Context: an optimization exercise on an open-source flow, tuned for small area, a short achievable clock period and few clock cycles per item. The choices shown serve that exercise and are no tape-out recipe. Function was checked by simulation only, so behaviour that the tests miss may differ from the original. Power and IR drop assume default switching activity.

==> flow/design.v <==
package rcrc_pkg;
    localparam int TIME_BITS = 48;
    localparam int FRAC_BITS = 16;
    localparam int RATE_BITS = 18 + FRAC_BITS;
    localparam logic [31:0] RESET_RTT     = 32'd100000;
    localparam logic [16:0] RESET_NOMINAL = 17'd10000;
    localparam logic [31:0] RESET_SCALE   = 32'd20752;
    localparam logic [31:0] RESET_INTERVAL = 32'd4;
    localparam logic [32:0] RESET_THALF    = 33'd360448000;
    localparam logic [15:0] LOSS_LIMIT = 16'd6553;
    localparam logic [1:0] REG_RTT     = 2'd0;
    localparam logic [1:0] REG_NOMINAL = 2'd1;
    localparam logic [1:0] REG_SCALE   = 2'd2;
endpackage
import rcrc_pkg::*;
module receiver_credit_rate_controller
(
    input  logic        aclk,
    input  logic        aresetn,
    input  logic        s_valid,
    output logic        s_ready,
    input  logic [81:0] s_data,
    output logic        m_valid,
    input  logic        m_ready,
    output logic [84:0] m_data,
    input  logic        cfg_valid,
    output logic        cfg_ready,
    input  logic [1:0]  cfg_index,
    input  logic [31:0] cfg_data
);
    localparam int E_FIRST = 0;     
    localparam int E_LOSS  = 1;     
    localparam int E_INC   = 2;     
    localparam int E_ACC   = 3;     
    localparam int E_R1    = 4;     
    localparam int E_D10   = 5;     
    localparam int E_R2    = 6;     
    localparam int E_CLAMP = 7;     
    localparam int E_ITEST = 8;     
    localparam int E_ISTEP = 9;     
    localparam int E_CFG   = 10;    
    localparam int E_SWAP  = 11;    
    localparam int NST     = 12;
    logic [31:0] rtt_reg, scale_reg;
    logic [16:0] nom_reg;
    logic [32:0] thalf_reg;
    logic [31:0] ivf_reg;
    logic        cfg_pend;
    logic [31:0] expected_reg, cnum_reg, iv_reg, sent_reg, lost_reg;
    logic        sending_reg, ovw_reg;
    logic [47:0] lc_reg, lfb_reg;
    logic [33:0] rate_reg;
    logic [81:0] item_reg;
    logic        item_v;
    logic        m_valid_reg;
    logic        o_cv, o_late, o_fb;
    logic [NST-1:0] st;
    logic        idle;
    assign idle = st == '0;
    logic [4:0]  cnt;
    logic [1:0]  kidx;
    logic [1:0]  cmp_reg;    
    logic        q_prev;
    logic        pre;        
    assign cfg_ready = 1'b1;
    assign m_valid = m_valid_reg;
    assign m_data = {o_cv, cnum_reg & {32{o_cv}}, expected_reg, rate_reg[33:16], o_late, o_fb};
    logic [47:0] tick;
    logic        pv, pe;
    logic [31:0] seq;
    assign tick = item_reg[81:34];
    assign pv   = item_reg[33];
    assign seq  = item_reg[32:1];
    assign pe   = item_reg[0];
    logic go_ok, go;
    assign go_ok = idle && !cfg_pend && (!m_valid_reg || m_ready);
    assign go = item_v && go_ok;
    assign s_ready = !item_v || go_ok;
    function automatic logic gap_gt(input logic [47:0] t, input logic [47:0] last,
                                    input logic [31:0] lim);
        logic [31:0] x, y, z, cs, cc;
        logic [33:0] s;
        logic        b32, ne0, ne1;
        x = t[31:0];
        y = ~last[31:0];
        z = ~lim;
        cs = x ^ y ^ z;
        cc = (x & y) | (x & z) | (y & z);
        s = {2'b00, cs} + {1'b0, cc, 1'b1};
        b32 = t[31:0] < last[31:0];
        ne0 = t[47:32] != last[47:32];
        ne1 = t[47:32] != (last[47:32] + 16'd1);
        gap_gt = (b32 ? ne1 : ne0) | s[33] | (b32 & s[32]);
    endfunction
    logic        credit, fb, seq_eq, seq_gt, late;
    logic [31:0] cnum_eff, cnum_inc, lost_new, sent_new;
    logic [33:0] lost_sum;
    always_comb begin
        credit = sending_reg && gap_gt(tick, lc_reg, iv_reg);
        fb = gap_gt(tick, lfb_reg, rtt_reg);
        seq_eq = seq == expected_reg;
        seq_gt = seq > expected_reg;
        late = pv && !seq_eq && !seq_gt;
        cnum_eff = ovw_reg ? expected_reg : cnum_reg;
        cnum_inc = cnum_eff + 32'd1;
        sent_new = (sent_reg == 32'hFFFF_FFFF) ? sent_reg : sent_reg + 32'd1;
        lost_sum = {2'b00, lost_reg} + {2'b00, seq} + {2'b00, ~expected_reg} + 34'd1;
        lost_new = lost_sum[31:0] | {32{lost_sum[33]}};
    end
    logic [33:0] er;
    logic [17:0] eh;
    logic        ex;
    logic [49:0] acc;
    logic [35:0] v10;
    logic [3:0]  rem10;
    assign acc   = {eh, lost_reg};
    assign v10   = {eh[1:0], er};
    assign rem10 = eh[5:2];
    logic [33:0] floor_q;
    assign floor_q = {nom_reg, 15'd0};
    logic        dv_sent, dv_rate, dv_floor;    
    logic [34:0] da, db;
    logic [35:0] ddiff;
    logic        dborrow, dq;
    logic [33:0] dnext;      
    always_comb begin
        db = ({35{dv_sent}} & {3'd0, sent_reg})
           | ({35{dv_rate}} & {1'b0, rate_reg})
           | ({35{dv_floor}} & {1'b0, floor_q});
        da = {er, ex};
        ddiff = {1'b0, da} - {1'b0, db};
        dborrow = ddiff[35];
        dq = !dborrow;
        dnext = dborrow ? da[33:0] : ddiff[33:0];
    end
    logic [49:0] aa, ab, asum;
    logic        acin;
    always_comb begin
        aa = '0;
        ab = '0;
        acin = 1'b0;
        if (st[E_FIRST] || st[E_INC]) begin
            aa = {16'd0, 1'b0, rate_reg[33:1]};
            ab = {17'd0, thalf_reg};
        end
        if (st[E_LOSS] || st[E_ACC]) begin
            aa = {acc[48:0], 1'b0};
            ab = q_prev ? {16'd0, rate_reg} : 50'd0;
        end
        if (st[E_R1]) begin
            aa = {16'd0, rate_reg};
            ab = {16'd0, ~acc[49:16]};
            acin = acc[15:0] == 16'd0;
        end
        if (st[E_R2]) begin
            aa = {16'd0, pre ? floor_q : rate_reg};
            ab = {14'd0, v10};
        end
        asum = aa + ab + 50'(acin);
    end
    logic [1:0]  cmp_next;
    logic        lim_bit;
    logic [15:0] lim_c;
    assign lim_c = LOSS_LIMIT;
    always_comb begin
        lim_bit = lim_c[cnt[3:0]];
        cmp_next = cmp_reg;
        if (cmp_reg == 2'd0) begin
            if (dq && !lim_bit) cmp_next = 2'd2;
            else if (!dq && lim_bit) cmp_next = 2'd1;
        end
    end
    function automatic logic [7:0] d10(input logic [3:0] r, input logic [3:0] n);
        logic [7:0] val;
        val = {r, n};
        d10 = {4'(val / 8'd10), 4'(val % 8'd10)};
    endfunction
    logic [7:0] d10a, d10b, d10c;
    assign d10a = d10(rem10, v10[35:32]);
    assign d10b = d10(d10a[3:0], v10[31:28]);
    assign d10c = d10(d10b[3:0], v10[27:24]);
    logic [33:0] er_load;
    logic        w_big;
    assign er_load = {1'b0, scale_reg[25:0], 7'd0};
    assign w_big = scale_reg[31:26] != 6'd0;
    logic l_ge_s;
    assign l_ge_s = lost_reg >= sent_reg;
    logic done_fb, cfg_wr, ovf;
    assign cfg_wr = cfg_valid && (cfg_index == REG_NOMINAL || cfg_index == REG_SCALE);
    always_comb begin
        done_fb = !pre && (
            (st[E_FIRST] && sent_reg != 32'd0 && lost_reg != 32'd0 && l_ge_s)
            || (st[E_ITEST] && kidx == 2'd3 && dq)
            || (st[E_ISTEP] && cnt == 5'd0));
    end
    always_ff @(posedge aclk) begin
        if (s_ready) begin
            item_reg <= s_data;
        end
        if (go) begin
            o_cv <= credit;
            o_late <= late;
            o_fb <= fb;
        end
        if (!aresetn) begin
            rtt_reg <= RESET_RTT;
            nom_reg <= RESET_NOMINAL;
            scale_reg <= RESET_SCALE;
            thalf_reg <= RESET_THALF;
            ivf_reg <= RESET_INTERVAL;
            cfg_pend <= 1'b0;
            expected_reg <= '0;
            cnum_reg <= '0;
            ovw_reg <= 1'b0;
            sending_reg <= 1'b1;
            lc_reg <= '0;
            iv_reg <= RESET_INTERVAL;
            lfb_reg <= '0;
            rate_reg <= 34'(RESET_NOMINAL) << 16;
            sent_reg <= '0;
            lost_reg <= '0;
            item_v <= 1'b0;
            m_valid_reg <= 1'b0;
            st <= '0;
            cnt <= '0;
            kidx <= '0;
            cmp_reg <= '0;
            q_prev <= 1'b0;
            pre <= 1'b0;
            ovf <= 1'b0;
            dv_sent <= 1'b0;
            dv_rate <= 1'b0;
            dv_floor <= 1'b0;
        end else begin
            if (s_ready) item_v <= s_valid;
            if (go) begin
                m_valid_reg <= !fb;
            end else if (done_fb) begin
                m_valid_reg <= 1'b1;
            end else if (m_ready) begin
                m_valid_reg <= 1'b0;
            end
            if (cfg_valid) begin
                case (cfg_index)
                    REG_RTT:     rtt_reg <= cfg_data;
                    REG_NOMINAL: nom_reg <= cfg_data[16:0];
                    REG_SCALE:   scale_reg <= cfg_data;
                    default:     ;
                endcase
            end
            if (go) begin
                ovw_reg <= pv && seq_gt;
                cnum_reg <= credit ? cnum_inc : cnum_eff;
                if (credit) begin
                    sent_reg <= sent_new;
                    lc_reg <= tick;
                end
                if (pv) begin
                    if (pe) sending_reg <= 1'b0;
                    if (seq_eq) expected_reg <= expected_reg + 32'd1;
                    if (seq_gt) lost_reg <= lost_new;
                end
                if (fb) begin
                    lfb_reg <= tick;
                    st <= NST'(1) << E_FIRST;
                end
            end
            if (st[E_FIRST]) begin
                cnt <= 5'd15;
                cmp_reg <= 2'd0;
                q_prev <= 1'b0;
                er <= lost_reg;
                ex <= 1'b0;
                eh <= '0;
                lost_reg <= '0;
                iv_reg <= '0;
                if (sent_reg == 32'd0 || lost_reg == 32'd0) begin
                    rate_reg <= asum[33:0];
                    er <= er_load;
                    ex <= 1'b0;
                    kidx <= 2'd0;
                    sent_reg <= '0;
                    dv_rate <= 1'b1;
                    st <= NST'(1) << E_ITEST;
                end else if (l_ge_s) begin
                    rate_reg <= floor_q;
                    iv_reg <= ivf_reg;
                    sent_reg <= '0;
                    st <= '0;
                end else begin
                    dv_sent <= 1'b1;
                    st <= NST'(1) << E_LOSS;
                end
            end
            if (st[E_LOSS]) begin
                er <= dnext;
                q_prev <= dq;
                cmp_reg <= cmp_next;
                {eh, lost_reg} <= asum;
                cnt <= cnt - 5'd1;
                if (cmp_next == 2'd1 || cnt == 5'd0) begin
                    dv_sent <= 1'b0;
                    st <= NST'(1) << ((cmp_next == 2'd2) ? E_ACC : E_INC);
                end
            end
            if (st[E_INC]) begin
                rate_reg <= asum[33:0];
                er <= er_load;
                ex <= 1'b0;
                kidx <= 2'd0;
                sent_reg <= '0;
                lost_reg <= '0;
                dv_rate <= 1'b1;
                st <= NST'(1) << E_ITEST;
            end
            if (st[E_ACC]) begin
                {eh, lost_reg} <= asum;
                st <= NST'(1) << E_R1;
            end
            if (st[E_R1]) begin
                rate_reg <= asum[33:0];
                {eh[5:0], er} <= {4'd0, 2'd0, asum[33:0]};
                cnt <= 5'd2;
                st <= NST'(1) << E_D10;
            end
            if (st[E_D10]) begin
                {eh[5:0], er} <= {d10c[3:0], v10[23:0], d10a[7:4], d10b[7:4], d10c[7:4]};
                cnt <= cnt - 5'd1;
                if (cnt == 5'd0) st <= NST'(1) << E_R2;
            end
            if (st[E_R2]) begin
                if (pre) begin
                    thalf_reg <= asum[32:0];
                    er <= er_load;
                    ex <= 1'b0;
                    kidx <= 2'd0;
                    iv_reg <= '0;
                    dv_floor <= 1'b1;
                    st <= NST'(1) << E_ITEST;
                end else begin
                    rate_reg <= asum[33:0];
                    ovf <= asum[34];
                    er <= {1'b0, asum[33:1]};
                    ex <= asum[0];
                    dv_floor <= 1'b1;
                    st <= NST'(1) << E_CLAMP;
                end
            end
            if (st[E_CLAMP]) begin
                if (ovf) rate_reg <= {34{1'b1}};
                else if (dborrow) rate_reg <= floor_q;
                er <= er_load;
                ex <= 1'b0;
                kidx <= 2'd0;
                sent_reg <= '0;
                lost_reg <= '0;
                dv_floor <= 1'b0;
                dv_rate <= 1'b1;
                st <= NST'(1) << E_ITEST;
            end
            if (st[E_ITEST]) begin
                if (dborrow && !(kidx == 2'd0 && w_big)) begin
                    {er, ex, iv_reg} <= {dnext, iv_reg, 1'b0};
                    cnt <= {kidx, 3'b111};
                    st <= NST'(1) << E_ISTEP;
                end else if (kidx == 2'd3) begin
                    iv_reg <= 32'hFFFF_FFFF;
                    dv_rate <= 1'b0;
                    dv_floor <= 1'b0;
                    st <= pre ? (NST'(1) << E_SWAP) : '0;
                end else if (kidx == 2'd0) begin
                    {er, ex, iv_reg} <= {3'd0, scale_reg, 32'd0};
                    kidx <= 2'd1;
                end else begin
                    {er, ex, iv_reg} <= {8'd0, er, ex, iv_reg[31:8]};
                    kidx <= kidx + 2'd1;
                end
            end
            if (st[E_ISTEP]) begin
                {er, ex, iv_reg} <= {dnext, iv_reg, dq};
                cnt <= cnt - 5'd1;
                if (cnt == 5'd0) begin
                    dv_rate <= 1'b0;
                    dv_floor <= 1'b0;
                    st <= pre ? (NST'(1) << E_SWAP) : '0;
                end
            end
            if (st[E_SWAP]) begin
                iv_reg <= ivf_reg;
                ivf_reg <= iv_reg;
                pre <= 1'b0;
                st <= '0;
            end
            if (st[E_CFG]) begin
                if (!pre) ivf_reg <= iv_reg;
                pre <= 1'b1;
                {eh[5:0], er} <= {4'd0, 2'd0, floor_q};
                cnt <= 5'd2;
                st <= NST'(1) << E_D10;
            end
            if (cfg_wr) begin
                cfg_pend <= 1'b1;
            end
            if (cfg_pend && (idle || pre)) begin
                cfg_pend <= cfg_wr;
                dv_rate <= 1'b0;
                dv_floor <= 1'b0;
                st <= NST'(1) << E_CFG;
            end
        end
    end
endmodule
==> flow/run.sh <==
#!/bin/bash
# synth_recipe.tcl (not shown) runs the flow's synth.tcl, then flattens the netlist and writes it again
# the make line also repeats each setting of config.mk as NAME=value (left out here)
make -C /OpenROAD-flow-scripts/flow DESIGN_CONFIG=/design/flow/config.mk WORK_HOME=/design/flow/orfs CLKGATE_MAP_FILE= SYNTH_SCRIPT=/design/flow/synth_recipe.tcl finish
==> flow/config.mk <==
export PLATFORM = sky130hd
export DESIGN_NAME = receiver_credit_rate_controller
export DESIGN_NICKNAME = receiver_credit_rate_controller
export VERILOG_FILES = /design/flow/design.v
export SDC_FILE = /design/flow/constraint.sdc
export NUM_CORES = 4
export LEC_CHECK = 0
export CAP_MARGIN = 20
export CORE_MARGIN = 2
export CORE_UTILIZATION = 40
export SETUP_SLACK_MARGIN = 5
export SLEW_MARGIN = 20
==> flow/constraint.sdc <==
create_clock -name core_clock -period 10.0 [get_ports {aclk}]
set_input_delay 2.0000 -clock core_clock [delete_from_list [all_inputs] [get_ports {aclk}]]
set_output_delay 2.0000 -clock core_clock [all_outputs]
set_load 0.01 [all_outputs]
==> flow_summary.ini, run 1 <==
[routing]
drc = 0
drt_iter0_drc = 7018
ant_nets = 0
dr.pass1.iters = 12
totalWireLength_um = 220000
via_per_inst = 6.50
wire_per_inst_um = 28.3
vias = 50456

[sta]
fmax_mhz = 191
holdWs_ns = 0.454
worstMarginPinSlew_ns = 1.33
fin_crit_sh = 0.523
rsz0062_at_grt = yes
setup_tns_ns = 0
setup_viol = 0
hold_viol_final = 0
fin_worst_skew_ns = 0.0280
fin_crit_ns = 5.23
slew_headroom = 0.109
slew_violations = 0
fin_ws_ns = 4.77

[cts]
clkLatencyLatePin_ns = 0.70
clockBufferDepth = 3
clkTransAtPathRegs_ns = 0.06
htree_levels = 3
cts_buffers = 76
clock-sinks = 606
cts_tree = built
root_buffer = clkbuf_16
hold_buffers = 0

[floorplanning]
fp.dieW_um = 348
core_um2 = 118000
fp-row-count = 126
ios = 209
die_y_um = 348
initial_core_util = 0.402
die_area_um2 = 121000

[synthesis]
syn-num-nets = 6512
avgSynthCellArea_um2 = 7.92
synthFlopType = dfxtp_1
synthCells = 5990
synthArstFlopShare = 0
ys_ff_latch = 606
synth-edff-count = 138
synth_cell_type_count = 126
synth.largest_area_cell = dfxtp_1
yosys-top-cells-area = dfxtp_1, edfxtp_1, ha_1
yosys_warnings = 1
ys_seq_area_frac = 0.285
synth_top_area_share = 0.197
syn-cell-area_um2 = 47400

[placed_design]
place_ws_ns = 2.62
gp_congestion = 1.11
placed_cells = 7431
port_buffers = 207
dp_hpwl_um = 151000
place_area_um2 = 50800

[cells_and_area]
layout_common_cells = nand2_1, a21oi_1, dfxtp_1
final_common_cell = nand2_1
final_nets = 6682
stdcell_area_um2 = 57200
fin_cells = 7768
area_delta_synth_final_pct = 20.5
largest_reg_flops = 82
drive_gt1_frac = 0.134

[power_and_ir_drop]
cellLeakagePower_nw = 20.8
powerDensity_nw_per_um2 = 221
peakVddDrop_mv = 0.164

[setup_path]
critPathKind = flip-flop to flip-flop
worstSetupEndpointType = flip-flop
crit_arrival_ns = 5.73
rrSetupSlack_ns = 4.77
required_ns = 10.50
cp_max_fo = 11
critPathLaunchType = flip-flop

[min_path]
hold_path.class = flip-flop to flip-flop

[status]
status = finished clean

[grt]
grt_antenna_before_repair = 22
grt_pass1_vias = 46239
grt_max_degree = 132
track_usage = 0.343
overflow = 0
grt_pass1_wl_um = 313000

[run]
maxCapViolations = 0
## worst paths after layout
| check | to | cells past startpoint | start |
|---|---|---|---|
| setup / recovery | er[1] | 17 | eh[2] |
| hold / removal | rtt_reg[2] | 2 | rtt_reg[2] |
| setup reg to reg | er[1] | 17 | eh[2] |
| hold reg to reg | rtt_reg[2] | 2 | rtt_reg[2] |
## Yosys cell counts (all sizes together) (33+ instances only)
cell	count
nand2	828
a21oi	617
dfxtp	468
nor2	423
o21ai	381
clkbuf	342
inv	304
ha	302
nand3	171
xnor2	144
edfxtp	138
a21o	123
mux2i	111
nor3	101
fa	99
buf	91
nand4	89
a221oi	78
a22oi	78
a221o	77
o211ai	68
and2	58
nand2b	56
a211oi	50
nor4	50
xor2	47
o21a	46
nor2b	43
mux2	39
a31oi	38
or3	36
o22ai	33
## layer usage
layer / track usage / up-vias / wire [um]
li1: - / 22218 / -
met1: 0.436 / 24218 / 86000
met2: 0.506 / 3105 / 91100
met3: 0.122 / 879 / 27800
met4: 0.186 / 36 / 15000
met5: 0.00960 / - / 311
## cells by family after synthesis
logic type                 after synthesis  share of synthesized area
AOI/OAI and AO/OA                     1917                      0.270
xor gates and xnor gates               191                     0.0354
adders and majority gates              403                      0.122
buffers and inverters                  742                     0.0626
DFF                                    606                      0.285
muxes                                  151                     0.0332
other                                    1                  0.0000790
and+or+nand+nor                       1979                      0.192
## worst max-delay path, stage by stage (launching register included)
cell	delay, ns
edfxtp_1	0.43
buf_12	0.17
and2b_2	0.32
xnor2_1	0.11
a2111oi_1	0.47
o21a_2	0.27
nor2_1	0.08
a221o_1	0.37
a21oi_4	0.27
buf_4	0.18
nor3_1	0.05
o211ai_1	0.36
a31oi_2	0.19
or3_4	0.41
and3_4	0.23
o211ai_1	0.63
nand3_1	0.18
a221oi_2	0.32
## per-stage QoR
| stage | power [W] | utilization |
|---|---|---|
| floorplan | 0.00665 | - |
| global placement | 0.00838 | 0.430 |
| detailed placement | 0.00842 | 0.431 |
| CTS | 0.0120 | 0.471 |
| global route | 0.0131 | 0.485 |
| finish | 0.0127 | 0.485 |
## power by group
group | internal, W | switching [W]
registers | 0.00280 | 0.000529
logic | 0.00250 | 0.00377
clock network | 0.00179 | 0.00126
## final cells by class
class	count	area [um2]
inverters	309	1190
fillers	11499	60800
clock buffers	108	2250
diodes	9	22.5
multi-input cells	4650	32600
flip-flops and latches	606	13600
repair buffers	517	5120
well taps	1536	1920
clock inverters	33	503
## timing repair
action,4_1_cts,5_1_grt
endpoints found under the hold margin,0,0
buffers inserted,101,63
gates cloned,12,10
pin swaps,58,87
gates resized for setup,250,206
setup endpoints to repair,381,299
Testbench counts, summed over its fixed seeds: cycles 21,844, items 9,600.
==> run 2, diff against run 1 <==
--- a/flow/design.v
+++ b/flow/design.v
@@ -182,5 +182,6 @@
     logic [33:0] er_load;
     logic        w_big;
-    assign er_load = {1'b0, scale_reg[25:0], 7'd0};
+    logic        fast8;
+    assign er_load = fast8 ? {scale_reg[25:0], 8'd0} : {1'b0, scale_reg[25:0], 7'd0};
     assign w_big = scale_reg[31:26] != 6'd0;
     logic l_ge_s;
@@ -232,4 +233,5 @@
             dv_rate <= 1'b0;
             dv_floor <= 1'b0;
+            fast8 <= 1'b1;
         end else begin
             if (s_ready) item_v <= s_valid;
@@ -280,7 +282,8 @@
                     ex <= 1'b0;
                     kidx <= 2'd0;
+                    cnt <= 5'd7;
                     sent_reg <= '0;
                     dv_rate <= 1'b1;
-                    st <= NST'(1) << E_ITEST;
+                    st <= NST'(1) << (fast8 ? E_ISTEP : E_ITEST);
                 end else if (l_ge_s) begin
                     rate_reg <= floor_q;
@@ -309,8 +312,9 @@
                 ex <= 1'b0;
                 kidx <= 2'd0;
+                cnt <= 5'd7;
                 sent_reg <= '0;
                 lost_reg <= '0;
                 dv_rate <= 1'b1;
-                st <= NST'(1) << E_ITEST;
+                st <= NST'(1) << (fast8 ? E_ISTEP : E_ITEST);
             end
             if (st[E_ACC]) begin
@@ -332,5 +336,5 @@
                 if (pre) begin
                     thalf_reg <= asum[32:0];
-                    er <= er_load;
+                    er <= {1'b0, scale_reg[25:0], 7'd0};
                     ex <= 1'b0;
                     kidx <= 2'd0;
@@ -353,11 +357,13 @@
                 ex <= 1'b0;
                 kidx <= 2'd0;
+                cnt <= 5'd7;
                 sent_reg <= '0;
                 lost_reg <= '0;
                 dv_floor <= 1'b0;
                 dv_rate <= 1'b1;
-                st <= NST'(1) << E_ITEST;
+                st <= NST'(1) << (fast8 ? E_ISTEP : E_ITEST);
             end
             if (st[E_ITEST]) begin
+                if (pre && kidx == 2'd0) fast8 <= dborrow && !w_big;
                 if (dborrow && !(kidx == 2'd0 && w_big)) begin
                     {er, ex, iv_reg} <= {dnext, iv_reg, 1'b0};
--- a/flow/config.mk
+++ b/flow/config.mk
@@ -8,5 +8,5 @@
 export CAP_MARGIN = 20
 export CORE_MARGIN = 2
-export CORE_UTILIZATION = 40
+export CORE_UTILIZATION = 50
 export SETUP_SLACK_MARGIN = 5
 export SLEW_MARGIN = 20
==> flow_summary.ini, run 2 <==
[status]
status = finished clean

[synthesis]
yosysMostFrequentCell = nand2_1
syn-num-nets = 6444
syn-cell-area_um2 = 46800
synth-edff-count = 138
synthArstFlopShare = 0
synth_cell_type_count = 113
synth.largest_area_cell = dfxtp_1
synthFlopType = dfxtp_1
yosys_warnings = 1
avgSynthCellArea_um2 = 7.91
synth_top_area_share = 0.201
synth_commonest_cells = nand2_1, a21oi_1, dfxtp_1
ys_seq_area_frac = 0.289
synthCells = 5922
ys_ff_latch = 607
yosys-top-cells-area = dfxtp_1, edfxtp_1, ha_1

[setup_path]
crit_arrival_ns = 5.76
rrSetupSlack_ns = 4.68
critPathMaxStageDelay_ns = 0.54
critPathLaunchType = flip-flop
r2r_start = eh[1]
crit_end = eh[5]
crit_path_start = eh[1]
rr_worst_depth = 18
worstPathCellList = buf_6 > or4b_1 > a21o_1 > nand4_1 > mux2i_2 > or3_4 > a22oi_2 > nor3_4 > a221oi_4 > nand4_1 > buf_4 > o22ai_4 > a221oi_4 > or4b_1 > o2111a_1 > a22oi_2 > mux2i_1 > o22ai_1
worst_path_max_delay_cell = edfxtp_1
critPathKind = flip-flop to flip-flop
required_ns = 10.44
worstReg2RegEnd = eh[5]
cp_max_fo = 4
worstSetupEndpointType = flip-flop

[grt]
grt_antenna_before_repair = 17
met1_usage = 0.576
grt_max_degree = 114
grt_util_met2 = 0.651
top_usage_layer = met2
overflow = 0
use_met3 = 0.135
grt_pass1_wl_um = 319000
grt_pass1_vias = 46520
track_usage = 0.452

[cells_and_area]
layout_common_cells = nand2_1, a21oi_1, dfxtp_1
final_nets = 6659
drive_gt1_frac = 0.144
area_delta_synth_final_pct = 21.9
fill_cells = 8363
stdcell_area_um2 = 57100
final_common_cell = nand2_1
fin_cells = 7456
largest_reg_flops = 82

[power_and_ir_drop]
switching_share = 0.490
powerDensity_nw_per_um2 = 285
power.share.sequential = 0.233
peakVddDrop_mv = 0.209
combPwrFrac = 0.589
p_int_w = 0.00831
cellLeakagePower_nw = 21.6
power_frac_clock = 0.178
p_sw_w = 0.00797

[placed_design]
place_area_um2 = 50100
gp_congestion = 1.10
dp_hpwl_um = 154000
port_buffers = 207
placed_cells = 7111

[sta]
hold_viol_final = 0
holdWs_ns = 0.457
rsz0062_at_grt = yes
slew_violations = 0
fin_worst_skew_ns = 0.0409
worstMarginPinSlew_ns = 1.35
fmax_mhz = 188
fin_crit_sh = 0.532
fin_crit_ns = 5.32
slew_headroom = 0.0961
setup_viol = 0
setup_tns_ns = 0

[run]
maxCapViolations = 0

[floorplanning]
initial_core_util = 0.503
die_y_um = 310
ios = 209
fp.dieW_um = 310
core_um2 = 93000
die_area_um2 = 96100
fp-row-count = 112

[cts]
clockBufferDepth = 3
hold_buffers = 0
clkTransAtPathRegs_ns = 0.06
clkLatencyLatePin_ns = 0.72
cts_tree = built
root_buffer = clkbuf_16
cts_buffers = 75
clock-sinks = 607
htree_levels = 3

[routing]
ant_nets = 0
drc = 0
dr.pass1.iters = 9
wire_per_inst_um = 30.3
vias = 50768
drt_iter0_drc = 6694
totalWireLength_um = 226000
via_per_inst = 6.81

[min_path]
hold_path.class = flip-flop to flip-flop
hold_start = thalf_reg[30]
## run 2: worst max-delay path, delay by kind of cell (launching register included)
family,cells,cell delay (ns)
flip-flops,1,0.54
buffers and inverters,2,0.41
AND/OR/NAND/NOR,6,1.95
AO/OA/AOI/OAI,8,1.77
multiplexers,2,0.37
## run 2: worst min-delay path by stage
| stage | end | depth (start not counted) |
|---|---|---|
| after detailed placement | lc_reg[22] | 2 |
| final | thalf_reg[30] | 2 |
| after global placement | lc_reg[16] | 2 |
| after CTS | lc_reg[10] | 2 |
| after floorplan | lc_reg[10] | 2 |
| after global routing | lc_reg[16] | 2 |
## run 2: logic make-up (layout without fill, tap and decap cells)
| logic type | count (synthesis) | count (layout) | synth area share |
|---|---|---|---|
| multiplexers | 158 | 158 | 0.0343 |
| adder cells (fa/ha/maj) | 407 | 407 | 0.124 |
| buffers and inverters | 713 | 983 | 0.0597 |
| flip-flops | 607 | 607 | 0.289 |
| AO/OA/AOI/OAI | 1924 | 1927 | 0.267 |
| XOR/XNOR | 193 | 193 | 0.0364 |
| AND/OR/NAND/NOR | 1919 | 1921 | 0.189 |
| other | 1 | 6 | 0.0000801 |
## run 2: per-stage QoR
step	worst slack, ns	util	power, W
floorplan	5.01	-	0.00851
global placement	3.02	0.538	0.0113
detailed placement	2.80	0.538	0.0114
CTS	4.92	0.590	0.0152
global route	4.59	0.614	0.0169
finish	4.68	0.614	0.0163
## run 2: metal layers
| metal | wire length, um | part of all wire |
|---|---|---|
| met5 | 442 | 0.0020 |
| met4 | 19600 | 0.087 |
| met3 | 27100 | 0.12 |
| met2 | 92900 | 0.41 |
| met1 | 86100 | 0.38 |
## run 2: area by class of cell
cell class              count  area, um2  share of cell area
multi-input cells        4607      32800               0.575
inverters                 303       1170              0.0205
well taps                1254       1570              0.0275
clock buffers              94       2000              0.0350
diodes                      5       12.5            0.000219
repair buffers            543       5380              0.0942
clock inverters            43        548             0.00960
flip-flops and latches    607      13600               0.238
## run 2: timing repair
item                                    4_1_cts  5_1_grt
endpoints found under the setup margin      384      252
gates cloned                                 14       12
pin swaps                                    88      174
buffers inserted                            110       67
resized for setup                           272      310
## run 2: power by group through the flow
stage          registers [W]  clock network, W  logic [W]
6_report             0.00380           0.00290    0.00959
3_5_place_dp         0.00376                 0    0.00762
4_1_cts              0.00371           0.00290    0.00854
2_1_floorplan        0.00333                 0    0.00518
5_1_grt              0.00378           0.00300     0.0101
3_3_place_gp         0.00376                 0    0.00757
Testbench counts of run 2, summed over its fixed seeds: cycles 21,215, items 9,600.
==> run 3, diff against run 2 <==
--- a/flow/design.v
+++ b/flow/design.v
@@ -180,8 +180,8 @@
     assign d10b = d10(d10a[3:0], v10[31:28]);
     assign d10c = d10(d10b[3:0], v10[27:24]);
-    logic [33:0] er_load;
-    logic        w_big;
-    logic        fast8;
-    assign er_load = fast8 ? {scale_reg[25:0], 8'd0} : {1'b0, scale_reg[25:0], 7'd0};
+    logic [33:0] er_load, er0;
+    logic [4:0]  kc0;
+    logic        w_big, fastk, seen1;
+    assign er_load = {1'b0, scale_reg[25:0], 7'd0};
     assign w_big = scale_reg[31:26] != 6'd0;
     logic l_ge_s;
@@ -192,4 +192,5 @@
         done_fb = !pre && (
             (st[E_FIRST] && sent_reg != 32'd0 && lost_reg != 32'd0 && l_ge_s)
+            || (st[E_CLAMP] && !ovf && dborrow)
             || (st[E_ITEST] && kidx == 2'd3 && dq)
             || (st[E_ISTEP] && cnt == 5'd0));
@@ -233,5 +234,8 @@
             dv_rate <= 1'b0;
             dv_floor <= 1'b0;
-            fast8 <= 1'b1;
+            fastk <= 1'b1;
+            er0 <= 34'd170000384;    
+            kc0 <= 5'd2;
+            seen1 <= 1'b0;
         end else begin
             if (s_ready) item_v <= s_valid;
@@ -279,11 +283,11 @@
                 if (sent_reg == 32'd0 || lost_reg == 32'd0) begin
                     rate_reg <= asum[33:0];
-                    er <= er_load;
+                    er <= fastk ? er0 : er_load;
                     ex <= 1'b0;
                     kidx <= 2'd0;
-                    cnt <= 5'd7;
+                    cnt <= kc0;
                     sent_reg <= '0;
                     dv_rate <= 1'b1;
-                    st <= NST'(1) << (fast8 ? E_ISTEP : E_ITEST);
+                    st <= NST'(1) << (fastk ? E_ISTEP : E_ITEST);
                 end else if (l_ge_s) begin
                     rate_reg <= floor_q;
@@ -309,12 +313,12 @@
             if (st[E_INC]) begin
                 rate_reg <= asum[33:0];
-                er <= er_load;
+                er <= fastk ? er0 : er_load;
                 ex <= 1'b0;
                 kidx <= 2'd0;
-                cnt <= 5'd7;
+                cnt <= kc0;
                 sent_reg <= '0;
                 lost_reg <= '0;
                 dv_rate <= 1'b1;
-                st <= NST'(1) << (fast8 ? E_ISTEP : E_ITEST);
+                st <= NST'(1) << (fastk ? E_ISTEP : E_ITEST);
             end
             if (st[E_ACC]) begin
@@ -336,5 +340,6 @@
                 if (pre) begin
                     thalf_reg <= asum[32:0];
-                    er <= {1'b0, scale_reg[25:0], 7'd0};
+                    seen1 <= 1'b0;
+                    er <= er_load;
                     ex <= 1'b0;
                     kidx <= 2'd0;
@@ -352,18 +357,23 @@
             end
             if (st[E_CLAMP]) begin
-                if (ovf) rate_reg <= {34{1'b1}};
-                else if (dborrow) rate_reg <= floor_q;
-                er <= er_load;
+                er <= fastk ? er0 : er_load;
                 ex <= 1'b0;
                 kidx <= 2'd0;
-                cnt <= 5'd7;
+                cnt <= kc0;
                 sent_reg <= '0;
                 lost_reg <= '0;
                 dv_floor <= 1'b0;
                 dv_rate <= 1'b1;
-                st <= NST'(1) << (fast8 ? E_ISTEP : E_ITEST);
+                st <= NST'(1) << (fastk ? E_ISTEP : E_ITEST);
+                if (ovf) begin
+                    rate_reg <= {34{1'b1}};
+                end else if (dborrow) begin
+                    rate_reg <= floor_q;
+                    iv_reg <= ivf_reg;
+                    dv_rate <= 1'b0;
+                    st <= '0;
+                end
             end
             if (st[E_ITEST]) begin
-                if (pre && kidx == 2'd0) fast8 <= dborrow && !w_big;
                 if (dborrow && !(kidx == 2'd0 && w_big)) begin
                     {er, ex, iv_reg} <= {dnext, iv_reg, 1'b0};
@@ -385,4 +395,9 @@
             if (st[E_ISTEP]) begin
                 {er, ex, iv_reg} <= {dnext, iv_reg, dq};
+                if (pre && dq && !seen1) begin
+                    seen1 <= 1'b1;
+                    er0 <= er;
+                    kc0 <= cnt;
+                end
                 cnt <= cnt - 5'd1;
                 if (cnt == 5'd0) begin
@@ -395,4 +410,9 @@
                 iv_reg <= ivf_reg;
                 ivf_reg <= iv_reg;
+                fastk <= kidx[1] == 1'b0;
+                if (!seen1) begin
+                    er0 <= {scale_reg[18:0], 15'd0};
+                    kc0 <= 5'd0;
+                end
                 pre <= 1'b0;
                 st <= '0;
==> flow_summary.ini, run 3 <==
[status]
status = finished clean

[sta]
setup_tns_ns = 0
slew_violations = 0
fin_worst_skew_ns = 0.0384
hold_viol_final = 0
fin_crit_sh = 0.538
rsz0062_at_grt = yes
slew_headroom = 0.185
fmax_mhz = 186
setup_viol = 0
fin_crit_ns = 5.38
worstMarginPinSlew_ns = 1.22

[cts]
hold_buffers = 0
clock-sinks = 647
clkLatencyLatePin_ns = 0.72
cts_tree = built
root_buffer = clkbuf_16
cts_buffers = 78
clkTransAtPathRegs_ns = 0.07
htree_levels = 3
clockBufferDepth = 3

[floorplanning]
initial_core_util = 0.505
die_area_um2 = 100000
ios = 209
die_y_um = 316
core_um2 = 96700
fp.dieW_um = 316
fp-row-count = 114

[synthesis]
yosysMostFrequentCell = nand2_1
ys_seq_area_frac = 0.294
ys_ff_latch = 647
synth.largest_area_cell = dfxtp_1
synthCells = 6162
avgSynthCellArea_um2 = 7.92
syn-cell-area_um2 = 48800
yosys-top-cells-area = dfxtp_1, edfxtp_1, ha_1
synth_top_area_share = 0.209
yosys_warnings = 1
synthFlopType = dfxtp_1
syn-num-nets = 6684
synthArstFlopShare = 0
synth_cell_type_count = 102
synth_commonest_cells = nand2_1, a21oi_1, nor2_1
synth-edff-count = 138

[power_and_ir_drop]
power.total_w = 0.0154
cellLeakagePower_nw = 22.3
powerDensity_nw_per_um2 = 256
peakVddDrop_mv = 0.261

[routing]
totalWireLength_um = 228000
vias = 52397
via_per_inst = 6.72
drt_iter0_drc = 7456
dr.pass1.iters = 10
wire_per_inst_um = 29.2
ant_nets = 0
drc = 0

[cells_and_area]
layout_common_cells = nand2_1, a21oi_1, nor2_1
drive_gt1_frac = 0.155
final_nets = 6971
largest_reg_flops = 82
final_util = 0.620
fill_cells = 8707
area_delta_synth_final_pct = 22.9
fin_cells = 7797
final_common_cell = nand2_1

[setup_path]
critPathLaunchType = flip-flop
worstSetupEndpointType = flip-flop
cp_top_family = compound AO/OA/AOI/OAI gates
cp_max_fo = 4
critPathKind = flip-flop to flip-flop
cp_num_buf_inv = 5
cpMostUsedCell = a21o_1
crit_arrival_ns = 5.82
required_ns = 10.45
worst_path_max_delay_cell = a221o_2
critPathMaxStageDelay_ns = 0.44

[grt]
grt_pass1_wl_um = 321000
grt_max_degree = 98
grt_pass1_vias = 47917
overflow = 0
track_usage = 0.431
grt_antenna_before_repair = 19

[run]
maxCapViolations = 0

[placed_design]
placed_cells = 7355
dp_hpwl_um = 150000
port_buffers = 207
gp_congestion = 1.05

[min_path]
hold_path.class = flip-flop to flip-flop
==> run 3: cell count changes after synthesis, moves of 22 or more <==
| cell | change |
|---|---|
| clkbuf_1 | +33 |
| nor2_1 | +110 |
| dfxtp_1 | +40 |
| a21oi_1 | +65 |
| o21ai_0 | +24 |
| nand2_1 | -47 |
| nor4_1 | -22 |
| mux2_2 | +23 |
| a22oi_1 | +30 |
| mux2i_1 | +37 |
| nand3_1 | -42 |
==> run 3: cells by family after synthesis <==
kind of cell    after synthesis  synth area share
fa+ha+maj                   406             0.119
buf+inv                     739            0.0608
simple gates               1940             0.180
mux                         218            0.0458
flops                       647             0.294
xor+xnor                    202            0.0366
compound gates             2009             0.264
other cells                   1         0.0000769
==> run 3: final cells by class <==
class / count / area, um2 / area share
Tap cell: 1276 / 1600 / 0.0266
Inverter: 294 / 1120 / 0.0187
Clock buffer: 112 / 2290 / 0.0383
Clock inverter: 32 / 430 / 0.00718
Antenna cell: 8 / 20.0 / 0.000334
Multi-Input combinational cell: 4781 / 33600 / 0.561
Sequential cell: 647 / 14400 / 0.240
Timing Repair Buffer: 647 / 6450 / 0.108
==> run 3: through the flow <==
stage	setup WS, ns	area (um2)	hold slack, ns
finish	4.62	60000	0.454
global route	4.44	59900	0.460
CTS	4.51	57100	0.451
detailed placement	3.13	52000	0.445
global placement	3.25	52000	0.437
floorplan	4.84	48900	0.422
==> run 3: where the power goes <==
part           internal (W)  switching, W  leakage [nW]
clock               0.00177       0.00129          1.33
combinational       0.00338       0.00521          15.5
sequential          0.00305      0.000662          5.54
==> run 3: tightest hold or removal path: stages (launching register included) <==
cell,delay (ns)
dfxtp_1,0.31
nand2_1,0.05
a21oi_1,0.05
==> run 3: final timing paths <==
kind | slack [ns] | cells past startpoint | start | endpoint
max reg2reg | 4.62 | 27 | st[1] | eh[4]
max | 4.62 | 27 | st[1] | eh[4]
min reg2reg | 0.45 | 2 | ivf_reg[4] | ivf_reg[4]
min | 0.45 | 2 | ivf_reg[4] | ivf_reg[4]
==> run 3: what timing repair did <==
action,in CTS,in global routing
pin swaps,90,220
buffers inserted,124,135
gates resized for setup,253,351
gates cloned,14,16
setup endpoints to repair,374,317
==> run 3: routing by layer <==
metal  part of all wire  global-route usage  vias up
met2               0.41               0.635     3469
met5            0.00056                   0        -
met1               0.38               0.538    24861
met3               0.12               0.142     1050
met4              0.087               0.287       18
li1                   -                   -    22999
Testbench counts of run 3, summed over its fixed seeds: cycles 19,065, items 9,600.
==> run 4, diff against run 3 <==
--- a/flow/design.v
+++ b/flow/design.v
@@ -112,9 +112,9 @@
     logic        ex;
     logic [49:0] acc;
-    logic [35:0] v10;
+    logic [31:0] v10;
     logic [3:0]  rem10;
     assign acc   = {eh, lost_reg};
-    assign v10   = {eh[1:0], er};
-    assign rem10 = eh[5:2];
+    assign v10   = er[31:0];
+    assign rem10 = eh[3:0];
     logic [33:0] floor_q;
     assign floor_q = {nom_reg, 15'd0};
@@ -140,5 +140,5 @@
         ab = '0;
         acin = 1'b0;
-        if (st[E_FIRST] || st[E_INC]) begin
+        if (idle || st[E_INC]) begin
             aa = {16'd0, 1'b0, rate_reg[33:1]};
             ab = {17'd0, thalf_reg};
@@ -155,5 +155,5 @@
         if (st[E_R2]) begin
             aa = {16'd0, pre ? floor_q : rate_reg};
-            ab = {14'd0, v10};
+            ab = {18'd0, v10};
         end
         asum = aa + ab + 50'(acin);
@@ -176,8 +176,7 @@
         d10 = {4'(val / 8'd10), 4'(val % 8'd10)};
     endfunction
-    logic [7:0] d10a, d10b, d10c;
-    assign d10a = d10(rem10, v10[35:32]);
-    assign d10b = d10(d10a[3:0], v10[31:28]);
-    assign d10c = d10(d10b[3:0], v10[27:24]);
+    logic [7:0] d10a, d10b;
+    assign d10a = d10(rem10, v10[31:28]);
+    assign d10b = d10(d10a[3:0], v10[27:24]);
     logic [33:0] er_load, er0;
     logic [4:0]  kc0;
@@ -187,9 +186,14 @@
     logic l_ge_s;
     assign l_ge_s = lost_reg >= sent_reg;
+    logic inc0;
+    assign inc0 = (sent_reg == 32'd0 && !credit) || (lost_reg == 32'd0 && !(pv && seq_gt));
+    logic        r1_low;
+    assign r1_low = dborrow;
     logic done_fb, cfg_wr, ovf;
     assign cfg_wr = cfg_valid && (cfg_index == REG_NOMINAL || cfg_index == REG_SCALE);
     always_comb begin
         done_fb = !pre && (
-            (st[E_FIRST] && sent_reg != 32'd0 && lost_reg != 32'd0 && l_ge_s)
+            (st[E_FIRST] && l_ge_s)
+            || (st[E_D10] && cnt == 5'd3 && r1_low)
             || (st[E_CLAMP] && !ovf && dborrow)
             || (st[E_ITEST] && kidx == 2'd3 && dq)
@@ -269,5 +273,18 @@
                 if (fb) begin
                     lfb_reg <= tick;
-                    st <= NST'(1) << E_FIRST;
+                    if (inc0) begin
+                        rate_reg <= asum[33:0];
+                        er <= fastk ? er0 : er_load;
+                        ex <= 1'b0;
+                        iv_reg <= '0;
+                        kidx <= 2'd0;
+                        cnt <= kc0;
+                        sent_reg <= '0;
+                        lost_reg <= '0;
+                        dv_rate <= 1'b1;
+                        st <= NST'(1) << (fastk ? E_ISTEP : E_ITEST);
+                    end else begin
+                        st <= NST'(1) << E_FIRST;
+                    end
                 end
             end
@@ -281,14 +298,5 @@
                 lost_reg <= '0;
                 iv_reg <= '0;
-                if (sent_reg == 32'd0 || lost_reg == 32'd0) begin
-                    rate_reg <= asum[33:0];
-                    er <= fastk ? er0 : er_load;
-                    ex <= 1'b0;
-                    kidx <= 2'd0;
-                    cnt <= kc0;
-                    sent_reg <= '0;
-                    dv_rate <= 1'b1;
-                    st <= NST'(1) << (fastk ? E_ISTEP : E_ITEST);
-                end else if (l_ge_s) begin
+                if (l_ge_s) begin
                     rate_reg <= floor_q;
                     iv_reg <= ivf_reg;
@@ -328,12 +336,24 @@
             if (st[E_R1]) begin
                 rate_reg <= asum[33:0];
-                {eh[5:0], er} <= {4'd0, 2'd0, asum[33:0]};
-                cnt <= 5'd2;
+                ex <= 1'b0;
+                dv_floor <= 1'b1;
+                er <= asum[33:0];
+                eh[3:0] <= {2'd0, asum[33:32]};
+                cnt <= 5'd3;
                 st <= NST'(1) << E_D10;
             end
             if (st[E_D10]) begin
-                {eh[5:0], er} <= {d10c[3:0], v10[23:0], d10a[7:4], d10b[7:4], d10c[7:4]};
+                er[31:0] <= {v10[23:0], d10a[7:4], d10b[7:4]};
+                eh[3:0] <= d10b[3:0];
                 cnt <= cnt - 5'd1;
                 if (cnt == 5'd0) st <= NST'(1) << E_R2;
+                if (cnt == 5'd3) dv_floor <= pre;
+                if (!pre && cnt == 5'd3 && r1_low) begin
+                    rate_reg <= floor_q;
+                    iv_reg <= ivf_reg;
+                    sent_reg <= '0;
+                    lost_reg <= '0;
+                    st <= '0;
+                end
             end
             if (st[E_R2]) begin
@@ -421,6 +441,7 @@
                 if (!pre) ivf_reg <= iv_reg;
                 pre <= 1'b1;
-                {eh[5:0], er} <= {4'd0, 2'd0, floor_q};
-                cnt <= 5'd2;
+                er <= floor_q;
+                eh[3:0] <= {2'd0, floor_q[33:32]};
+                cnt <= 5'd3;
                 st <= NST'(1) << E_D10;
             end
==> flow_summary.ini, run 4 <==
[synthesis]
syn-cell-area_um2 = 49000
yosys_warnings = 1
ys_seq_area_frac = 0.293
synth.largest_area_cell = dfxtp_1
synth-edff-count = 138
synth_top_area_share = 0.208
yosysMostFrequentCell = nand2_1
ys_ff_latch = 647
avgSynthCellArea_um2 = 7.86
syn-num-nets = 6755
yosys-top-cells-area = dfxtp_1, edfxtp_1, ha_1
synthCells = 6232
synth_commonest_cells = nand2_1, a21oi_1, dfxtp_1
synth_cell_type_count = 100
synthFlopType = dfxtp_1
synthArstFlopShare = 0

[grt]
overflow = 0
grt_antenna_before_repair = 25
grt_pass1_wl_um = 352000
track_usage = 0.483
grt_max_degree = 117
grt_pass1_vias = 48990

[routing]
route.met2.wl_um = 97800
totalWireLength_um = 255000
vias = 55240
ant_nets = 0
met3WireLength_um = 38900
highest_layer = met5
dr.pass1.iters = 15
drt_iter0_drc = 9044
drc = 0
via_per_inst = 7.05
wire_per_inst_um = 32.5
wl_met1_um = 95300

[setup_path]
critPathMaxStageDelay_ns = 0.42
worstPathCellList = buf_12 > nor4_4 > nand4_1 > a21oi_4 > buf_12 > buf_4 > buf_16 > buf_12 > a221oi_1 > a221oi_1 > ha_1 > a21boi_0 > o22ai_2 > o31a_1 > o21ai_2 > a41oi_2 > o21bai_1 > a21oi_2 > xor2_2 > o211a_1 > a21oi_1 > a32oi_1 > o21ai_0
cpMostUsedCell = buf_12
worstReg2RegEnd = er[29]
cp_top_family = compound AO/OA/AOI/OAI gates
cp_num_buf_inv = 5
critPathLaunchType = flip-flop
worstSetupEndpointType = flip-flop
r2r_start = st[1]
rr_worst_depth = 23
required_ns = 10.47
rrSetupSlack_ns = 4.82
worst_path_max_delay_cell = ha_1
critPathKind = flip-flop to flip-flop
crit_arrival_ns = 5.65
cp_max_fo = 12

[sta]
setup_viol = 0
slew_headroom = 0.143
setup_tns_ns = 0
worstMarginPinSlew_ns = 1.28
fin_crit_ns = 5.18
fin_worst_skew_ns = 0.0338
fin_crit_sh = 0.518
fmax_mhz = 193
rsz0062_at_grt = yes
hold_viol_final = 0
slew_violations = 0

[cells_and_area]
final_common_cell = nand2_1
stdcell_area_um2 = 59800
largest_reg_flops = 82
area_delta_synth_final_pct = 22.2
layout_common_cells = nand2_1, a21oi_1, dfxtp_1
drive_gt1_frac = 0.149
fill_cells = 8579
final_nets = 7008

[power_and_ir_drop]
p_sw_w = 0.00993
power_frac_clock = 0.158
power.total_w = 0.0193
combPwrFrac = 0.639
switching_share = 0.514
peakVddDrop_mv = 0.371
powerDensity_nw_per_um2 = 323
power.share.sequential = 0.204
p_int_w = 0.00938
cellLeakagePower_nw = 22.1

[placed_design]
gp_congestion = 1.11
port_buffers = 207
place_area_um2 = 52200
dp_hpwl_um = 176000

[cts]
cts_buffers = 78
hold_buffers = 0
clkLatencyLatePin_ns = 0.73
cts_tree = built
clock-sinks = 647
root_buffer = clkbuf_16
htree_levels = 3
clkTransAtPathRegs_ns = 0.07
clockBufferDepth = 3

[floorplanning]
initial_core_util = 0.505
fp-row-count = 114
ios = 209
core_um2 = 96900
fp.dieW_um = 317
die_area_um2 = 100000
die_y_um = 317

[min_path]
worstHoldPathCells = 2
hold_start = lfb_reg[20]
hold_path.class = flip-flop to flip-flop
min_to = lfb_reg[20]

[run]
maxCapViolations = 0

[status]
status = finished clean
-- run 4: changes by cell type after synthesis, sizes merged, moves of 36 or more --
| cell | change |
|---|---|
| a21oi | -58 |
| nor2 | -90 |
| o211ai | +43 |
| mux2i | -71 |
| nand2 | +99 |
| a221oi | +36 |
-- run 4: cell families (layout without fill, tap and decap cells) --
| kind of cell | Yosys count | count (layout) | share of synthesized area |
|---|---|---|---|
| other cells | 1 | 15 | 0.0000766 |
| simple gates | 1986 | 1989 | 0.184 |
| fa+ha+maj | 405 | 405 | 0.119 |
| flops | 647 | 647 | 0.293 |
| buf+inv | 756 | 1070 | 0.0603 |
| xor+xnor | 186 | 186 | 0.0333 |
| compound gates | 2112 | 2112 | 0.282 |
| mux | 139 | 139 | 0.0293 |
-- run 4: area by class of cell --
cell class / instances / area [um2] / share of cell area
Antenna cell: 14 / 35.0 / 0.000586
Clock buffer: 113 / 2320 / 0.0388
Clock inverter: 31 / 370 / 0.00619
Inverter: 318 / 1250 / 0.0209
Multi-Input combinational cell: 4832 / 33800 / 0.565
Sequential cell: 647 / 14400 / 0.241
Tap cell: 1276 / 1600 / 0.0267
Timing Repair Buffer: 608 / 6060 / 0.101
-- run 4: power groups by stage --
| stage | Clock (W) | Sequential (W) | Combinational [W] |
|---|---|---|---|
| final | 0.00305 | 0.00393 | 0.0123 |
| after global routing | 0.00314 | 0.00391 | 0.0126 |
| after CTS | 0.00304 | 0.00386 | 0.0104 |
| after detailed placement | 0 | 0.00394 | 0.00920 |
| after global placement | 0 | 0.00394 | 0.00913 |
| after floorplan | 0 | 0.00349 | 0.00594 |
-- run 4: worst max-delay path by stage --
stage                        from      endpoint  slack [ns]  cells past startpoint
final                       st[1]        er[29]        4.82                     23
after global routing        st[1]        er[12]        4.79                     24
after CTS                 dv_sent        er[32]        4.97                     18
after detailed placement    st[6]  lost_reg[27]        3.36                     19
after global placement      st[6]        er[31]        3.50                     18
after floorplan             st[0]        eh[10]        5.00                     24
-- run 4: timing repair --
| item | in CTS | in global routing |
|---|---|---|
| buffers inserted | 86 | 143 |
| pin swaps | 63 | 142 |
| resized for setup | 243 | 319 |
| setup endpoints to repair | 319 | 282 |
| cloned | 10 | 12 |
-- run 4: worst reg2reg max path, stage by stage (launching register included) --
cell and delay [ns]:
dfxtp_4 0.37, buf_12 0.13, nor4_4 0.15, nand4_1 0.28, a21oi_4 0.27, buf_12 0.15, buf_4 0.21, buf_16 0.18
buf_12 0.13, a221oi_1 0.08, a221oi_1 0.36, ha_1 0.42, a21boi_0 0.19, o22ai_2 0.15, o31a_1 0.26, o21ai_2 0.10
a41oi_2 0.34, o21bai_1 0.16, a21oi_2 0.22, xor2_2 0.30, o211a_1 0.18, a21oi_1 0.04, a32oi_1 0.20, o21ai_0 0.09
-- run 4: per-stage QoR --
step / worst slack (ns) / util / hold slack, ns / std cells
global route: 4.79 / 0.617 / 0.460 / 7827
CTS: 4.97 / 0.588 / 0.452 / 7667
global placement: 3.50 / 0.539 / 0.438 / 7425
detailed placement: 3.36 / 0.539 / 0.443 / 7427
finish: 4.82 / 0.618 / 0.450 / 7839
floorplan: 5.00 / - / 0.432 / 6232
-- run 4: per-layer routing --
metal	track usage	vias up
li1	-	23382
met1	0.615	26186
met2	0.654	4397
met3	0.211	1250
met4	0.325	25
met5	0.0123	-
Testbench counts of run 4, summed over its fixed seeds: cycles 18,663, items 9,600.
==> run 5, diff against run 4 <==
--- a/flow/design.v
+++ b/flow/design.v
@@ -285,4 +285,10 @@
                         st <= NST'(1) << (fastk ? E_ISTEP : E_ITEST);
                     end else begin
+                        er <= (pv && seq_gt) ? lost_new : lost_reg;
+                        ex <= 1'b0;
+                        cnt <= 5'd15;
+                        cmp_reg <= 2'd0;
+                        q_prev <= 1'b0;
+                        dv_sent <= 1'b1;
                         st <= NST'(1) << E_FIRST;
                     end
@@ -290,20 +296,19 @@
             end
             if (st[E_FIRST]) begin
-                cnt <= 5'd15;
-                cmp_reg <= 2'd0;
-                q_prev <= 1'b0;
-                er <= lost_reg;
-                ex <= 1'b0;
+                er <= dnext;
+                q_prev <= dq;
+                cmp_reg <= cmp_next;
+                cnt <= cnt - 5'd1;
                 eh <= '0;
                 lost_reg <= '0;
                 iv_reg <= '0;
+                st <= NST'(1) << ((cmp_next == 2'd1) ? E_INC : E_LOSS);
+                if (cmp_next == 2'd1) dv_sent <= 1'b0;
                 if (l_ge_s) begin
                     rate_reg <= floor_q;
                     iv_reg <= ivf_reg;
                     sent_reg <= '0;
+                    dv_sent <= 1'b0;
                     st <= '0;
-                end else begin
-                    dv_sent <= 1'b1;
-                    st <= NST'(1) << E_LOSS;
                 end
             end
--- a/flow/config.mk
+++ b/flow/config.mk
@@ -8,5 +8,5 @@
 export CAP_MARGIN = 20
 export CORE_MARGIN = 2
-export CORE_UTILIZATION = 50
+export CORE_UTILIZATION = 45
 export SETUP_SLACK_MARGIN = 5
 export SLEW_MARGIN = 20
==> flow_summary.ini, run 5 <==
[synthesis]
synth_top_area_share = 0.207
yosys_warnings = 1
ys_seq_area_frac = 0.291
syn-cell-area_um2 = 49300
ys_ff_latch = 647
synthFlopType = dfxtp_1
synthArstFlopShare = 0
avgSynthCellArea_um2 = 7.91
synth.largest_area_cell = dfxtp_1
synth_cell_type_count = 105
syn-num-nets = 6749
synth_commonest_cells = nand2_1, a21oi_1, dfxtp_1
synth-edff-count = 138
yosysMostFrequentCell = nand2_1
yosys-top-cells-area = dfxtp_1, edfxtp_1, ha_1
synthCells = 6226

[routing]
wire_per_inst_um = 30.2
totalWireLength_um = 239000
vias = 53248
dr.pass1.iters = 12
ant_nets = 0
via_per_inst = 6.73
drt_iter0_drc = 7752
drc = 0

[cts]
clkLatencyLatePin_ns = 0.71
htree_levels = 3
cts_buffers = 81
clkTransAtPathRegs_ns = 0.06
root_buffer = clkbuf_16
hold_buffers = 0
cts_tree = built
clockBufferDepth = 3
clock-sinks = 647

[cells_and_area]
drive_gt1_frac = 0.134
fill_cells = 10210
stdcell_area_um2 = 59400
area_delta_synth_final_pct = 20.7
final_nets = 6953
largest_reg_flops = 82
layout_common_cells = nand2_1, a21oi_1, dfxtp_1
multi_input_area_um2 = 33800
final_common_cell = nand2_1
final_util = 0.547
regArea_um2 = 14400

[setup_path]
worstReg2RegEnd = eh[15]
critPathKind = flip-flop to flip-flop
rrSetupSlack_ns = 4.68
required_ns = 10.43
critPathLaunchType = flip-flop
cp_max_fo = 35
crit_arrival_ns = 5.75
r2r_start = st[4]
worstSetupEndpointType = flip-flop
rr_worst_depth = 21

[floorplanning]
die_y_um = 335
die_area_um2 = 112000
core_um2 = 109000
initial_core_util = 0.453
ios = 209
fp.dieW_um = 335
fp-row-count = 121

[grt]
grt_pass1_vias = 47685
overflow = 0
grt_antenna_before_repair = 16
grt_max_degree = 98
grt_pass1_wl_um = 335000
track_usage = 0.404

[sta]
fmax_mhz = 188
setup_tns_ns = 0
fin_crit_ns = 5.32
setup_viol = 0
slew_headroom = 0.0246
hold_viol_final = 0
worstMarginPinSlew_ns = 1.45
fin_crit_sh = 0.532
rsz0062_at_grt = yes
slew_violations = 0
fin_worst_skew_ns = 0.0441
fin_ws_ns = 4.68

[min_path]
worstHoldPathCells = 2
hold_start = lfb_reg[22]
hold_path.class = flip-flop to flip-flop
min_to = lfb_reg[22]

[placed_design]
port_buffers = 207
place_ws_ns = 3.02
dp_hpwl_um = 162000
gp_congestion = 1.10
place_area_um2 = 52500

[power_and_ir_drop]
cellLeakagePower_nw = 22.1
peakVddDrop_mv = 0.393
powerDensity_nw_per_um2 = 380

[status]
status = finished clean

[run]
maxCapViolations = 0
## run 5: worst max-delay path, cell delays in order, from the launching register on
cell and delay, ns:
dfxtp_2 0.34, buf_6 0.32, clkinv_4 0.23, nand2_1 0.13
buf_6 0.40, a221o_1 0.20, o211ai_1 0.11, fa_2 0.40
buf_4 0.16, nor2b_4 0.12, o2111ai_2 0.18, a31oi_4 0.35
o2111ai_4 0.21, a21o_4 0.27, a311oi_2 0.29, o21ai_2 0.11
buf_4 0.15, a21o_4 0.24, nor4_4 0.28, nand3_1 0.17
xor2_1 0.20, nor2_1 0.06
## run 5: kinds of logic (layout without fill, tap and decap cells)
logic type / count (synthesis) / in the layout / share of synthesized area
AND/OR/NAND/NOR: 2080 / 2084 / 0.194
other: 1 / 8 / 0.0000761
AO/OA/AOI/OAI: 1963 / 1966 / 0.264
buffers and inverters: 751 / 1012 / 0.0604
flip-flops: 647 / 647 / 0.291
XOR/XNOR: 210 / 210 / 0.0373
adder cells (fa/ha/maj): 403 / 403 / 0.117
multiplexers: 171 / 171 / 0.0357
## run 5: layer usage
metal  vias to the layer above  routed length, um  track usage
li1                      23218                  -            -
met5                         -                138            0
met2                      3698              94800        0.572
met1                     25194              90700        0.512
met3                      1120              32100        0.141
met4                        18              21300        0.275
## run 5: metrics by stage
stage          power [W]  instances  hold WS [ns]
6_report          0.0226       7915         0.449
5_1_grt           0.0232       7908         0.465
4_1_cts           0.0202       7784         0.451
3_5_place_dp      0.0156       7541         0.444
3_3_place_gp      0.0155       7541         0.439
2_1_floorplan     0.0113       6226         0.432
## run 5: cell type report
type / instances / area share
Sequential cell: 647 / 0.242
Timing Repair Buffer: 551 / 0.0918
Inverter: 314 / 0.0202
Antenna cell: 7 / 0.000295
Multi-Input combinational cell: 4835 / 0.569
Tap cell: 1414 / 0.0298
Clock buffer: 110 / 0.0385
Clock inverter: 37 / 0.00796
## run 5: how the worst max path moves through the flow
stage | startpoint | to | slack (ns) | cells after the start
3_3_place_gp | st[8] | er[31] | 3.03 | 24
6_report | st[4] | eh[15] | 4.68 | 21
5_1_grt | st[5] | er[33] | 4.62 | 27
4_1_cts | st[5] | er[20] | 4.83 | 25
2_1_floorplan | st[4] | er[20] | 4.93 | 25
3_5_place_dp | st[9] | er[31] | 3.02 | 23
## run 5: power by group
group,internal [W],switching (W)
Combinational,0.00586,0.00948
Sequential,0.00325,0.000857
Clock,0.00184,0.00130
Total,0.0109,0.0116
## run 5: what timing repair did
item / 4_1_cts / 5_1_grt
gates resized for setup: 241 / 251
pin swaps: 80 / 121
cloned: 13 / 10
endpoints found under the setup margin: 386 / 277
setup buffers: 83 / 111
Testbench counts of run 5, summed over its fixed seeds: cycles 18,433, items 9,600.
==> run 6, diff against run 5 <==
--- a/flow/config.mk
+++ b/flow/config.mk
@@ -8,5 +8,5 @@
 export CAP_MARGIN = 20
 export CORE_MARGIN = 2
-export CORE_UTILIZATION = 45
+export CORE_UTILIZATION = 40
 export SETUP_SLACK_MARGIN = 5
 export SLEW_MARGIN = 20
==> flow_summary.ini, run 6 <==
[setup_path]
r2r_start = st[2]
worstSetupEndpointType = flip-flop
cp_num_buf_inv = 8
rr_worst_depth = 28
cp_top_family = compound AO/OA/AOI/OAI gates
cp_max_fo = 8
cpMostUsedCell = buf_6
rrSetupSlack_ns = 4.72
required_ns = 10.58
worst_path_max_delay_cell = or3_4
critPathLaunchType = flip-flop
crit_arrival_ns = 5.86
critPathKind = flip-flop to flip-flop
worstReg2RegEnd = er[32]
critPathMaxStageDelay_ns = 0.41

[synthesis]
yosys_warnings = 1
syn-cell-area_um2 = 49300
muxShareOfSynthArea = 0.0357
yosys-top-cells-area = dfxtp_1, edfxtp_1, ha_1
synthArstFlopShare = 0
ys_ff_latch = 647
synth_top_family_by_area = compound AO/OA/AOI/OAI gates
syn-num-nets = 6749
synth_compound_area_frac = 0.264
synth_fa_ha_area_frac = 0.117
synthSimpleGateAreaFrac = 0.194
synthFlopType = dfxtp_1
synth_cell_type_count = 105
synthCells = 6226
yosysMostFrequentCell = nand2_1
synth-edff-count = 138
avgSynthCellArea_um2 = 7.91
synth_commonest_cells = nand2_1, a21oi_1, dfxtp_1
synth_xor_area_frac = 0.0373
synth.largest_area_cell = dfxtp_1
ys_seq_area_frac = 0.291
synth_top_area_share = 0.207

[min_path]
worstHoldPathCells = 2
hold_start = lfb_reg[18]
min_to = lfb_reg[18]
hold_path.class = flip-flop to flip-flop

[sta]
worstMarginPinSlew_ns = 1.22
hold_viol_final = 0
holdWs_ns = 0.451
fmax_mhz = 189
setup_tns_ns = 0
slew_headroom = 0.184
setup_viol = 0
fin_worst_skew_ns = 0.0431
rsz0062_at_grt = yes
fin_ws_ns = 4.72
fin_crit_sh = 0.528
fin_crit_ns = 5.28
slew_violations = 0

[power_and_ir_drop]
power.total_w = 0.0236
cellLeakagePower_nw = 22.2
powerDensity_nw_per_um2 = 393
peakVddDrop_mv = 0.511

[grt]
track_usage = 0.376
grt_pass1_vias = 48937
overflow = 0
grt_max_degree = 96
grt_antenna_before_repair = 20
grt_pass1_wl_um = 350000

[floorplanning]
fp-row-count = 128
initial_core_util = 0.404
die_area_um2 = 126000
die_y_um = 355
ios = 209
core_um2 = 122000
fp.dieW_um = 355

[cts]
clock-sinks = 647
clockBufferDepth = 3
cts_buffers = 83
cts_tree = built
clkTransAtPathRegs_ns = 0.06
root_buffer = clkbuf_16
htree_levels = 3
clkLatencyLatePin_ns = 0.71

[routing]
drt_iter0_drc = 7418
totalWireLength_um = 246000
via_per_inst = 6.54
dr.pass1.iters = 10
ant_nets = 0
vias = 53222
drc = 0
wire_per_inst_um = 30.2

[cells_and_area]
fill_cells = 11815
layout_common_cells = nand2_1, a21oi_1, dfxtp_1
final_common_cell = nand2_1
drive_gt1_frac = 0.145
regArea_um2 = 14400
stdcell_area_um2 = 60000
area_delta_synth_final_pct = 21.9
largest_reg_flops = 82
final_nets = 6959
multi_input_area_um2 = 34100

[placed_design]
gp_congestion = 1.06
dp_hpwl_um = 170000
place_area_um2 = 52900
place_ws_ns = 2.95
port_buffers = 207

[status]
status = finished clean

[run]
maxCapViolations = 0
## run 6: changes by cell type in the layout (fill, tap and decap cells not counted), moves of 6 or more
cell,delta
buf_6,+20
clkbuf_8,+10
a21oi_1,-9
a21oi_2,+8
a221oi_2,+8
o21ai_0,-8
nor2_1,-7
a221oi_1,-6
bufinv_16,-6
## run 6: where the power goes
part / switching, W / internal, W
clock: 0.00132 / 0.00182
combinational: 0.0100 / 0.00628
sequential: 0.000857 / 0.00325
## run 6: how the worst max path moves through the flow
stage | start | endpoint | slack, ns | cells after the start
final | st[2] | er[32] | 4.72 | 28
after global routing | st[2] | er[32] | 4.62 | 28
after CTS | st[2] | er[20] | 4.92 | 25
after detailed placement | st[9] | er[25] | 2.95 | 23
after global placement | st[9] | er[31] | 3.02 | 23
after floorplan | st[4] | er[20] | 4.93 | 25
## run 6: cell families after synthesis
family                   after synthesis
adder cells (fa/ha/maj)              403
XOR/XNOR                             210
other                                  1
AND/OR/NAND/NOR                     2080
AO/OA/AOI/OAI                       1963
flip-flops                           647
multiplexers                         171
buffers and inverters                751
## run 6: cell type report
class	instances	area share
clock buffers	123	0.0419
diodes	7	0.000292
inverters	314	0.0202
clock inverters	31	0.00486
repair buffers	559	0.0907
well taps	1625	0.0339
flip-flops and latches	647	0.240
multi-input cells	4831	0.568
## run 6: routing by layer
layer / vias up / track usage / wire length (um)
li1: 23210 / - / -
met1: 25581 / 0.488 / 96500
met2: 3449 / 0.543 / 99500
met3: 960 / 0.103 / 28800
met4: 22 / 0.249 / 20800
met5: - / 0 / 253
## run 6: per-stage QoR
| step | utilization | cells |
|---|---|---|
| detailed placement | 0.433 | 7764 |
| CTS | 0.474 | 8029 |
| global placement | 0.433 | 7764 |
| global route | 0.492 | 8132 |
| floorplan | - | 6226 |
| finish | 0.492 | 8137 |
## run 6: what timing repair did
action | 4_1_cts | 5_1_grt
resized for setup | 274 | 295
pin swaps | 94 | 142
setup buffers | 100 | 99
setup endpoints to repair | 402 | 271
cloned | 11 | 0
hold buffers | 0 | 0
hold endpoints to repair | 0 | 0
## run 6: worst min-delay path: stages, from the launching register on
cell	delay [ns]
dfxtp_1	0.31
nand2_1	0.05
a21oi_1	0.05

what the ideal ports hide:
No port has a modelled driver above. Below, the same layouts with a new extraction and two added sets of constraints. Step 1 sets driving cells, clkbuf_16 on the clock port and buf_2 on the other inputs (assumed; they add their load-dependent delay and slew). Step 2 moves the port delays by t, midway between the first and last clock arrival at a register: inputs arrive t later, outputs are due t later. That takes back most of the time a late clock gives input paths. Slacks: no drivers / after step 1 / after step 2; pairs: no drivers / after step 1.
run | t (ns) | setup slack, ns | latest minus earliest clock arrival (ns)
run 1 | 0.763 | 4.774 / 4.774 / 4.497 | 0.028 / 0.028
run 2 | 0.772 | 4.683 / 4.683 / 4.631 | 0.041 / 0.041
run 3 | 0.778 | 4.625 / 4.625 / 4.625 | 0.038 / 0.039
run 4 | 0.787 | 4.822 / 4.822 / 4.343 | 0.034 / 0.034
run 5 | 0.761 | 4.678 / 4.678 / 4.423 | 0.044 / 0.044
run 6 | 0.774 | 4.719 / 4.719 / 4.461 | 0.043 / 0.043
After both steps every run listed still meets setup and hold. For run 4, which loses most, drivers alone change the setup slack by 0.000 ns; drivers and shift together by -0.479 ns.
